Background: an optimization exercise with open tools, aiming at small area, a short achievable clock period and few clock cycles per item. Do not read the settings as production practice.
The RTL was checked by simulation tests, not by an equivalence proof against the original design.

==> module lzw_dict_cam, before the edit <==
module lzw_dict_cam #(
   parameter int  DATA_W    = 8,
   parameter int  CODE_W    = 12,
   parameter int  NUM_ENTRY = 64,
   parameter int  BASE_CODE = 256,
   localparam int CNT_W     = lzw_cam_pkg::count_width(NUM_ENTRY)
) (
   input  logic                 clk,
   input  logic                 rst,
   input  logic                 req_valid,
   output logic                 req_ready,
   input  logic [CODE_W-1:0]    req_prefix,
   input  logic [DATA_W-1:0]    req_sym,
   input  logic                 req_insert,
   output logic                 rsp_valid,
   input  logic                 rsp_ready,
   output logic                 rsp_hit,
   output logic [CODE_W-1:0]    rsp_code,
   output logic                 rsp_inserted,
   output logic                 rsp_dict_reset,
   input  logic                 clear,
   output logic                 full,
   output logic [CNT_W-1:0]     count
);
   localparam int IDX_W = $clog2(NUM_ENTRY);
   localparam int KEY_W = CODE_W + DATA_W;
   if (BASE_CODE + NUM_ENTRY > (1 << CODE_W)) begin : g_code_range_check
      $error("lzw_dict_cam: BASE_CODE + NUM_ENTRY exceeds the code space");
   end
   logic [IDX_W-1:0]     lvl;
   logic                 rv;         
   logic                 clr_p;      
   logic                 r_ins;      
   logic                 r_hit;      
   logic [IDX_W-1:0]     r_idx;      
   logic [KEY_W-1:0]     key_q;      
   logic                 commit;
   logic                 last;
   logic                 hold;
   logic                 clr_now;
   logic                 kill;
   logic                 bp;
   logic                 any_hit;
   logic [IDX_W-1:0]     idx;
   logic [IDX_W-1:0]     lvl_p1;
   logic [KEY_W-1:0]     key_in;
   logic [NUM_ENTRY-1:0] valid;
   logic [NUM_ENTRY-1:0] we;
   logic [NUM_ENTRY-1:0] match;
   assign commit    = r_ins && !r_hit;
   assign last      = (lvl == IDX_W'(NUM_ENTRY - 1));
   assign hold      = rv && !rsp_ready;
   assign req_ready = !hold;
   assign clr_now   = clear || clr_p;
   assign kill      = clr_now || (commit && last);
   assign lvl_p1    = lvl + IDX_W'(1);
   assign key_in    = {req_prefix, req_sym};
   always_comb begin
      for (int i = 0; i < NUM_ENTRY; i++) begin
         valid[i] = (IDX_W'(i) < lvl);
         we[i]    = (lvl == IDX_W'(i));
      end
   end
   for (genvar i = 0; i < NUM_ENTRY; i++) begin : g_cell
      lzw_cam_entry #(.KEY_W(KEY_W)) u_cell (
         .clk   (clk),
         .we    (we[i]),
         .valid (valid[i]),
         .wkey  (key_q),
         .key   (key_in),
         .match (match[i])
      );
   end
   assign bp = commit && (key_q == key_in);
   always_comb begin
      any_hit = bp;
      idx     = bp ? lvl : '0;
      for (int i = 0; i < NUM_ENTRY; i++) begin
         any_hit = any_hit | match[i];
         if (match[i]) idx = idx | IDX_W'(i);
      end
   end
   always_ff @(posedge clk or posedge rst) begin
      if (rst) begin
         rv    <= 1'b0;
         r_ins <= 1'b0;
         lvl   <= '0;
         clr_p <= 1'b0;
      end else begin
         rv <= req_valid || hold;
         if (hold) begin
            clr_p <= clr_p || clear;
         end else begin
            clr_p <= 1'b0;
            r_ins <= req_valid && req_insert;
            lvl   <= clr_now ? '0 : commit ? lvl_p1 : lvl;
         end
      end
   end
   always_ff @(posedge clk) begin
      if (!hold) begin
         r_hit <= any_hit && !kill;
         r_idx <= idx;
         key_q <= key_in;
      end
   end
   assign rsp_valid      = rv;
   assign rsp_hit        = r_hit;
   assign rsp_inserted   = commit;
   assign rsp_dict_reset = commit && last;
   assign full           = commit && last;
   assign count          = commit ? {last, lvl_p1} : {1'b0, lvl};
   always_comb begin
      rsp_code = '0;
      rsp_code[$clog2(BASE_CODE)] = r_hit || r_ins;
      rsp_code[IDX_W-1:0] = r_hit ? r_idx : r_ins ? lvl : '0;
   end
endmodule
export LEC_CHECK = 0
export ABC_CLOCK_PERIOD_IN_PS = 2500
export CAP_MARGIN = 20
export CORE_MARGIN = 2
export CORE_UTILIZATION = 50
export PLACE_DENSITY = 0.65
export SETUP_SLACK_MARGIN = 2.8
export SLEW_MARGIN = 20
create_clock -name core_clock -period 6.0 [get_ports {clk}]
run.sh (not shown) runs the stock make flow with config.mk's settings and CLKGATE_MAP_FILE= SYNTH_SCRIPT=/design/flow/synth_recipe.tcl, a recipe that flattens the netlist after the stock synthesis.
Testbench counts at the start, summed over its fixed seeds: cycles 32,008, items 32,000.
Rerun with:
--- a/flow/design.v
+++ b/flow/design.v
@@ -48,38 +48,35 @@
    localparam int IDX_W = $clog2(NUM_ENTRY);
    localparam int KEY_W = CODE_W + DATA_W;
    if (BASE_CODE + NUM_ENTRY > (1 << CODE_W)) begin : g_code_range_check
       $error("lzw_dict_cam: BASE_CODE + NUM_ENTRY exceeds the code space");
    end
    logic [IDX_W-1:0]     lvl;
+   logic [IDX_W-1:0]     lvl_p1;
+   logic                 last;
    logic                 rv;         
    logic                 clr_p;      
-   logic                 r_ins;      
+   logic                 r_commit;   
    logic                 r_hit;      
    logic [IDX_W-1:0]     r_idx;      
    logic [KEY_W-1:0]     key_q;      
-   logic                 commit;
-   logic                 last;
    logic                 hold;
    logic                 clr_now;
    logic                 kill;
    logic                 bp;
    logic                 any_hit;
+   logic                 hit_ok;
    logic [IDX_W-1:0]     idx;
-   logic [IDX_W-1:0]     lvl_p1;
    logic [KEY_W-1:0]     key_in;
    logic [NUM_ENTRY-1:0] valid;
    logic [NUM_ENTRY-1:0] we;
    logic [NUM_ENTRY-1:0] match;
-   assign commit    = r_ins && !r_hit;
-   assign last      = (lvl == IDX_W'(NUM_ENTRY - 1));
    assign hold      = rv && !rsp_ready;
    assign req_ready = !hold;
    assign clr_now   = clear || clr_p;
-   assign kill      = clr_now || (commit && last);
-   assign lvl_p1    = lvl + IDX_W'(1);
+   assign kill      = clr_now || (r_commit && last);
    assign key_in    = {req_prefix, req_sym};
    always_comb begin
       for (int i = 0; i < NUM_ENTRY; i++) begin
          valid[i] = (IDX_W'(i) < lvl);
          we[i]    = (lvl == IDX_W'(i));
       end
@@ -91,51 +88,62 @@
          .valid (valid[i]),
          .wkey  (key_q),
          .key   (key_in),
          .match (match[i])
       );
    end
-   assign bp = commit && (key_q == key_in);
+   assign bp = r_commit && (key_q == key_in);
    always_comb begin
       any_hit = bp;
       idx     = bp ? lvl : '0;
       for (int i = 0; i < NUM_ENTRY; i++) begin
          any_hit = any_hit | match[i];
          if (match[i]) idx = idx | IDX_W'(i);
       end
+      hit_ok = any_hit && !kill;
    end
    always_ff @(posedge clk or posedge rst) begin
       if (rst) begin
-         rv    <= 1'b0;
-         r_ins <= 1'b0;
-         lvl   <= '0;
-         clr_p <= 1'b0;
+         rv       <= 1'b0;
+         r_commit <= 1'b0;
+         lvl      <= '0;
+         lvl_p1   <= IDX_W'(1);
+         last     <= 1'b0;
+         clr_p    <= 1'b0;
       end else begin
          rv <= req_valid || hold;
          if (hold) begin
             clr_p <= clr_p || clear;
          end else begin
-            clr_p <= 1'b0;
-            r_ins <= req_valid && req_insert;
-            lvl   <= clr_now ? '0 : commit ? lvl_p1 : lvl;
+            clr_p    <= 1'b0;
+            r_commit <= req_valid && req_insert && !hit_ok;
+            if (clr_now) begin
+               lvl    <= '0;
+               lvl_p1 <= IDX_W'(1);
+               last   <= 1'b0;
+            end else if (r_commit) begin
+               lvl    <= lvl_p1;
+               lvl_p1 <= lvl_p1 + IDX_W'(1);
+               last   <= (lvl_p1 == IDX_W'(NUM_ENTRY - 1));
+            end
          end
       end
    end
    always_ff @(posedge clk) begin
       if (!hold) begin
-         r_hit <= any_hit && !kill;
+         r_hit <= hit_ok;
          r_idx <= idx;
          key_q <= key_in;
       end
    end
    assign rsp_valid      = rv;
    assign rsp_hit        = r_hit;
-   assign rsp_inserted   = commit;
-   assign rsp_dict_reset = commit && last;
-   assign full           = commit && last;
-   assign count          = commit ? {last, lvl_p1} : {1'b0, lvl};
+   assign rsp_inserted   = r_commit;
+   assign rsp_dict_reset = r_commit && last;
+   assign full           = r_commit && last;
+   assign count          = r_commit ? {last, lvl_p1} : {1'b0, lvl};
    always_comb begin
       rsp_code = '0;
-      rsp_code[$clog2(BASE_CODE)] = r_hit || r_ins;
-      rsp_code[IDX_W-1:0] = r_hit ? r_idx : r_ins ? lvl : '0;
+      rsp_code[$clog2(BASE_CODE)] = r_hit || r_commit;
+      rsp_code[IDX_W-1:0] = (r_idx & {IDX_W{r_hit}}) | (lvl & {IDX_W{r_commit}});
    end
 endmodule
Result: Worst setup slack gets better by 0.13 ns; sequential share of layout area goes down by 0.22 points; wire length goes up by 3.5%; final cell count goes up by 2.0%; synthesized cell count goes up by 3.6%.
Testbench counts after the change, summed over its fixed seeds: cycles 32,008, items 32,000.

afterwards: timing with drivers on the ports:
The results above use ideal ports. As a check the final layouts listed here were re-extracted and re-timed, cells and wires unchanged. Step 1 assumes that a clkbuf_16 drives the clock port and a buf_2 every other input. Step 2, shift: input delay + t, output delay - t, t = (earliest + latest rising clock arrival at the registers) / 2. This alone moves slack from input paths to output paths. Slacks: ideal ports / drivers / drivers and shift; pairs: ideal ports / drivers.
run	t (ns)	setup slack, ns	worst setup path at the end	pins driven straight from the clock port
the first run	0.799	2.605 / 2.536 / 1.859	input to register	1
the second run	0.810	2.733 / 2.628 / 1.818	input to register	1
After both steps every run listed still meets setup and hold. The setup slack of the second run, which loses most, moves by -0.105 ns with the drivers and by -0.915 ns with both steps.
